Background: an optimization exercise with open tools, aiming at small area and a short achievable clock period. Do not read the settings as production practice. Only simulation tests tie the RTL to the original design; equivalence was not proved. Power figures rest on the tool's default switching activity, not on a simulated workload.

[run.sh]
#!/bin/bash
# synth_recipe.tcl (not shown) runs the flow's synth.tcl, then flattens the netlist and writes it again
# the make line also repeats each setting of config.mk as NAME=value (left out here)
make -C /OpenROAD-flow-scripts/flow DESIGN_CONFIG=/design/flow/config.mk WORK_HOME=/design/flow/orfs CLKGATE_MAP_FILE= SYNTH_SCRIPT=/design/flow/synth_recipe.tcl finish
[design.v]
`default_nettype none
package tcq_pkg;
  localparam int RING_DEPTH = 64;
  localparam int SLOT_COUNT = 16;
  localparam logic [2:0] ST_ENQUEUED  = 3'd0;
  localparam logic [2:0] ST_COALESCED = 3'd1;
  localparam logic [2:0] ST_DROPPED   = 3'd2;
  localparam logic [2:0] ST_DEQUEUED  = 3'd3;
  localparam logic [2:0] ST_EMPTY     = 3'd4;
  localparam logic [2:0] ST_REJECTED  = 3'd5;
endpackage
`default_nettype wire
`default_nettype none
module tcq_ring_mem (
  input  wire logic        clk,
  input  wire logic [63:0] we,        
  input  wire logic [19:0] wr_data,
  input  wire logic [63:0] rd_sel,    
  output logic      [19:0] rd_data
);
  logic [19:0] mem [64];
  for (genvar i = 0; i < 64; i++) begin : g_row
    always_ff @(posedge clk) begin
      if (we[i]) mem[i] <= wr_data;
    end
  end
  always_comb begin
    rd_data = '0;
    for (int i = 0; i < 64; i++) begin
      rd_data = rd_data | (mem[i] & {20{rd_sel[i]}});
    end
  end
endmodule
`default_nettype wire
`default_nettype none
module two_class_tx_queue (
  input  wire logic        clk,
  input  wire logic        rst_n,
  input  wire logic        in_tvalid,
  output logic             in_tready,
  input  wire logic [23:0] in_tdata,    
  input  wire logic [2:0]  in_tuser,    
  output logic             out_tvalid,
  input  wire logic        out_tready,
  output logic [31:0]      out_tdata,   
  output logic [3:0]       out_tuser    
);
  logic        s1_valid_r;
  logic [1:0]  s1_cmd;
  logic        s1_kn;
  logic [3:0]  s1_slot;
  logic [15:0] s1_tag;
  logic        out_valid_r;
  logic        hold;
  logic        fire;
  assign hold      = out_valid_r & ~out_tready;
  assign fire      = s1_valid_r & ~hold;
  assign in_tready = ~s1_valid_r | ~hold;
  always_ff @(posedge clk) begin
    if (!rst_n) begin
      s1_valid_r  <= 1'b0;
      out_valid_r <= 1'b0;
    end else begin
      if (in_tready) s1_valid_r <= in_tvalid;
      if (!hold)     out_valid_r <= s1_valid_r;
    end
  end
  always_ff @(posedge clk) begin
    if (in_tready) begin
      s1_cmd  <= in_tuser[1:0];
      s1_kn   <= in_tuser[2];
      s1_slot <= in_tdata[3:0];
      s1_tag  <= in_tdata[19:4];
    end
  end
  logic [5:0]  head_r, tail_r;
  logic [6:0]  cnt_r;
  logic [6:0]  depth_r;
  logic [15:0] pend_r;
  logic full, ring_empty, pend_any;
  assign full       = cnt_r[6];
  assign ring_empty = (cnt_r == 7'd0);
  assign pend_any   = |pend_r;
  logic is_enq, is_deq, is_req;
  assign is_enq = (s1_cmd == 2'd0);
  assign is_deq = (s1_cmd == 2'd1);
  assign is_req = (s1_cmd == 2'd2);
  logic [15:0] idx_oh;
  always_comb begin
    idx_oh = '0;
    idx_oh[s1_slot] = 1'b1;
  end
  logic idx_pend;
  assign idx_pend = |(pend_r & idx_oh);
  logic [15:0] low_oh;
  assign low_oh = pend_r & (~pend_r + 16'd1);
  logic [3:0] pick;
  always_comb begin
    pick = '0;
    for (int i = 0; i < 16; i++) begin
      if (low_oh[i]) pick = pick | 4'(i);
    end
  end
  logic [63:0] head_oh, tail_oh, headm1_oh;
  always_comb begin
    head_oh = '0;
    head_oh[head_r] = 1'b1;
    tail_oh = '0;
    tail_oh[tail_r] = 1'b1;
  end
  assign headm1_oh = {head_oh[0], head_oh[63:1]};
  logic [63:0] ring_we;
  assign ring_we = full ? 64'd0 : (is_req ? headm1_oh : tail_oh);
  logic [19:0] ring_rd;
  tcq_ring_mem u_ring (
    .clk     (clk),
    .we      (ring_we),
    .wr_data ({s1_slot, s1_tag}),
    .rd_sel  (head_oh),
    .rd_data (ring_rd)
  );
  logic [15:0] slot_tag_r [16];
  logic        slot_wr;
  assign slot_wr = s1_valid_r & is_enq & s1_kn;
  for (genvar i = 0; i < 16; i++) begin : g_slot
    always_ff @(posedge clk) begin
      if (slot_wr && idx_oh[i]) slot_tag_r[i] <= s1_tag;
    end
  end
  logic [15:0] slot_rd;
  always_comb begin
    slot_rd = '0;
    for (int i = 0; i < 16; i++) begin
      slot_rd = slot_rd | (slot_tag_r[i] & {16{low_oh[i]}});
    end
  end
  logic ring_enq, ring_req, ring_deq, slot_enq, slot_deq;
  assign ring_enq = is_enq & ~s1_kn & ~full;
  assign ring_req = is_req & ~full;
  assign ring_deq = is_deq & ~ring_empty;
  assign slot_enq = is_enq & s1_kn;
  assign slot_deq = is_deq & ring_empty & pend_any;
  logic inc, dec;
  assign inc = ring_enq | ring_req | (slot_enq & ~idx_pend);
  assign dec = ring_deq | slot_deq;
  logic [2:0] status;
  always_comb begin
    status = tcq_pkg::ST_EMPTY;
    case (s1_cmd)
      2'd0: status = s1_kn ? (idx_pend ? tcq_pkg::ST_COALESCED : tcq_pkg::ST_ENQUEUED)
                           : (full ? tcq_pkg::ST_DROPPED : tcq_pkg::ST_ENQUEUED);
      2'd1: status = (ring_deq | slot_deq) ? tcq_pkg::ST_DEQUEUED : tcq_pkg::ST_EMPTY;
      2'd2: status = full ? tcq_pkg::ST_REJECTED : tcq_pkg::ST_ENQUEUED;
      default: status = tcq_pkg::ST_EMPTY;
    endcase
  end
  always_ff @(posedge clk) begin
    if (!rst_n) begin
      head_r  <= '0;
      tail_r  <= '0;
      cnt_r   <= '0;
      depth_r <= '0;
      pend_r  <= '0;
    end else if (fire) begin
      if (ring_deq) head_r <= head_r + 6'd1;
      else if (ring_req) head_r <= head_r - 6'd1;
      if (ring_enq) tail_r <= tail_r + 6'd1;
      if (ring_enq | ring_req) cnt_r <= cnt_r + 7'd1;
      else if (ring_deq) cnt_r <= cnt_r - 7'd1;
      if (inc) depth_r <= depth_r + 7'd1;
      else if (dec) depth_r <= depth_r - 7'd1;
      pend_r <= (pend_r | (slot_enq ? idx_oh : 16'd0)) & ~(slot_deq ? low_oh : 16'd0);
    end
  end
  logic [2:0]  res_status;
  logic        res_kn;
  logic [15:0] res_tag;
  logic [3:0]  res_slot;
  always_ff @(posedge clk) begin
    if (!hold) begin
      res_status <= status;
      res_kn     <= slot_deq;
      res_tag    <= ring_deq ? ring_rd[15:0] : (slot_deq ? slot_rd : 16'd0);
      res_slot   <= ring_deq ? ring_rd[19:16] : (slot_deq ? pick : 4'd0);
    end
  end
  assign out_tvalid = out_valid_r;
  assign out_tdata  = {5'b0, depth_r, res_slot, res_tag};
  assign out_tuser  = {res_kn, res_status};
endmodule
`default_nettype wire
[constraint.sdc]
create_clock -name core_clock -period 4.0 [get_ports {clk}]
set_input_delay 0.8000 -clock core_clock [delete_from_list [all_inputs] [get_ports {clk}]]
set_output_delay 0.8000 -clock core_clock [all_outputs]
set_load 0.01 [all_outputs]
[config.mk]
export PLATFORM = sky130hd
export DESIGN_NAME = two_class_tx_queue
export DESIGN_NICKNAME = two_class_tx_queue
export VERILOG_FILES = /design/flow/design.v
export SDC_FILE = /design/flow/constraint.sdc
export NUM_CORES = 4
export LEC_CHECK = 0
export CAP_MARGIN = 20
export CORE_MARGIN = 2
export CORE_UTILIZATION = 40
export SLEW_MARGIN = 20
==> qor.yml <==
cts:
  numCtsBuffers: 166
  clk_path_buf_depth: 3
  worst_skew_pair.late_latency_ns: 0.85
  h-tree-depth: 4
  cts_tree: "yes"
  clk_pin_slew_ns: 0.06
  cts_root_buffer: "clkbuf_16"
  clock_sinks: 1627
cells_and_area:
  final-instance-count-excl-fill: 7099
  most-common-layout-cells: "edfxtp_1 (1583), buf_4 (608), a22oi_1 (318)"
  final_common_cell: "edfxtp_1"
  post_route_cells_drive_above_1_share: 0.2511
  finish.net_count: 4846
  layout-area-overhead-vs-synth_pct: 24.80
power:
  power.combinational.fraction: 0.131
  max-vdd-ir-drop_mv: 0.3978
  power.clock.fraction: 0.384
  switching_part_of_the_total_power: 0.2628
  power.density_cell_area_nw_per_um2: 481.3
  power.sequential.fraction: 0.485
  power_report.internal_total_mw: 28.87
  power_leakage_nw: 26.55
  net-switching-power_mw: 10.29
critical_path:
  start_kind: "register"
  r2r_worst_path_depth: 13
  critical_path_sink_type: "register"
  worst-endpoint-arrival_ns: 4.67
  crit_fanout: 12
  worstSetupPathType: "register to register"
  cp.required_ns: 4.56
floorplan:
  die-height_um: 407.7
  core.rowCount: 148
  num_io_pins: 69
  initial_core_utilization: 0.4015
  floorplan.die_area_sq_um: 166200
  die-width_um: 407.7
  fp.coreArea_sq_um: 162400
timing:
  minimum_clock_period_after_layout_ns: 4.104
  fin_worst_skew_ns: 0.03838
  grt_setup_unrepaired: "yes"
  slew-limit-headroom: 0.1999
  final_ws_setup_ns: -0.1036
  final.hold.worst_slack_ns: 0.4822
  final_hold_viol_count: 0
  slew_viol_final: 0
  max_slew.worst_pin.slew_ns: 1.200
  final.period_utilization: 1.026
  setup-violations-final: 6
  max_frequency_mhz: 243.7
synthesis:
  synth_largest_area_cell: "edfxtp_1"
  number_of_enable_flip_flop_cells_after_synthesis: 1583
  mapped_cells: 4088
  syn-mean-instance-area_sq_um: 15.95
  synth_area_sq_um: 65200
  yosysUniqueCellTypes: 111
  post_synth_main_area_contributors: "edfxtp_1 (73%), a22oi_1 (3.7%), a22o_1 (1.7%)"
  most_instantiated_flip_flop_cell_in_the_synthesis_netlist: "edfxtp_1"
  synth_largest_type_area_fraction: 0.7291
  synth_sequential_area_ratio: 0.7426
  number_of_warnings_reported_in_the_yosys_synthesis_log: 4
  ys_ff_latch: 1627
  postSynth.asyncResetShare: 0
hold_path:
  min-delay-path-class: "register to register"
  hold_depth: 2
grt:
  first_global_vias: 43460
  grt_first_pass_wirelength_mm: 362.7
  antenna_found_initial: 19
  grt_max_degree: 81
  grt_remaining_overflow: 0
  grt_use_total: 0.3154
placement:
  detailed_place_hpwl_mm: 177.3
  place.gp.congestion: 0.9753
  io_buffers: 59
  placed_cells: 6763
route:
  drt-vias-per-instance: 6.608
  number_of_detailed_route_iterations_in_the_first_pass: 7
  via_count: 46910
  wirelength_mm: 270.5
  route.detailed.drc: 0
  postRouteAntennaNets: 0
  drtIter0Drc: 9375
  drt-wirelength-per-cell_um: 38.10
run_status:
  status: "complete, but fails checks"
  so.violations: "setup timing"
job:
  max-cap-violations: 0
==> critical path: stages, from the launching register on <==
cell and delay (ns):
dfxtp_1 0.32, buf_4 0.20, or3_1 0.52, buf_4 0.24
a31oi_4 0.38, buf_6 0.19, a21oi_2 0.05, buf_12 0.19
a22o_1 0.31, a311oi_2 0.34, nand4_1 0.21, nor4_4 0.59
buf_4 0.23, o22ai_1 0.08
==> routing by layer <==
layer  up-vias  part of all wire  GRT usage
li1      18530                 -          -
met1     23750              0.36     0.4161
met2      3887              0.44     0.4706
met3       734              0.14    0.09180
met4        10             0.064     0.1688
met5         -           0.00025          0
==> registers in the layout, summed over array words and instances (netlist names) <==
register	count
res_status	3
s1_kn	1
head_r	6
pend_r	16
depth_r	7
cnt_r	7
res_kn	1
s1_valid_r	1
slot_tag_r	256
res_slot	4
out_valid_r	1
tail_r	6
s1_slot	4
res_tag	16
s1_cmd	2
s1_tag	16
u_ring.mem	1280
==> power groups by stage <==
stage                     Clock, mW  Sequential (mW)  Combinational [mW]
after global placement            0             19.3                4.67
final                          15.0             19.0                5.14
after global routing           15.7             19.0                5.16
after detailed placement          0             19.3                4.70
after CTS                      15.1             19.0                4.79
after floorplan                   0             19.5                1.78
==> through the flow <==
stage	worst slack (ns)	instance area (sq um)	utilization	setup TNS [ns]	total power [mW]
final	-0.1036	81370	0.5010	-0.2747	39.16
after global placement	-0.6247	75370	0.4641	-3.472	24.01
after global routing	-0.1398	81350	0.5009	-0.5725	39.87
after detailed placement	-0.6072	75390	0.4642	-2.853	24.04
after CTS	-0.06990	80770	0.4973	-0.3063	38.84
after floorplan	-0.6668	65790	-	-80.95	21.24
==> cells in the mapped netlist, types with 31 or more instances <==
master	instances
nor4_1	32
nand2_1	194
a221oi_1	75
a22o_1	123
inv_1	35
nor2_1	138
buf_2	56
edfxtp_1	1583
mux2i_1	67
a32oi_1	42
a21oi_1	114
nand4_1	91
dfxtp_1	44
nand3_1	75
o22ai_1	45
nor3_1	31
o21ai_0	92
a211oi_1	37
o32ai_1	47
clkbuf_1	155
a222oi_1	62
a22oi_1	321
==> cell type report <==
type | count | area, sq um
clock buffer | 210 | 4340
clock inverter | 91 | 840.8
sequential | 1627 | 48420
timing repair buffer | 796 | 7589
tap | 2175 | 2721
fill | 13480 | 81030
antenna | 6 | 15.01
inverter | 38 | 156.4
multi-input combinational | 2156 | 17280
==> worst paths after layout <==
kind,start,slack (ns),to
max reg2reg,head_r[1],-0.10,res_tag[15]
min reg2reg,depth_r[5],0.48,depth_r[5]
min,depth_r[5],0.48,depth_r[5]
max,head_r[1],-0.10,res_tag[15]
==> timing repair <==
action | 4_1_cts | 5_1_grt
setup endpoints to repair | 16 | 20
hold buffers | 0 | 0
pin swaps | 9 | 24
gates resized for setup | 26 | 88
buffers inserted | 7 | 21
gates cloned | 0 | 0
==> kinds of logic after synthesis <==
| kind of cell | Yosys count | synth area share |
|---|---|---|
| compound gates | 1234 | 0.1484 |
| buf+inv | 309 | 0.02122 |
| mux | 86 | 0.01357 |
| xor+xnor | 27 | 0.003627 |
| flops | 1627 | 0.7426 |
| fa+ha+maj | 30 | 0.006102 |
| simple gates | 774 | 0.06440 |
| other cells | 1 | 0.00005752 |

## what the ideal ports hide
Ports are ideal in the flow. The routed layout listed here was re-timed in OpenROAD. Step 1 assumes that a clkbuf_16 drives the clock port and a buf_2 every other input. Step 2 times the ports against the registers' clock, not the clock port: input delays grow and output delays shrink by t, the midpoint of the rising clock arrivals with the driver on. Slacks: ideal ports / drivers / drivers and shift; pairs: ideal ports / drivers.
t (ns): 0.909
slack for setup (ns): -0.104 / -0.104 / -0.104
hold slack, ns: 0.482 / 0.457 / 0.482
clock arrival spread, ns: 0.047 / 0.047
For this run, drivers alone change the setup slack by 0.000 ns; drivers and shift together by 0.000 ns.
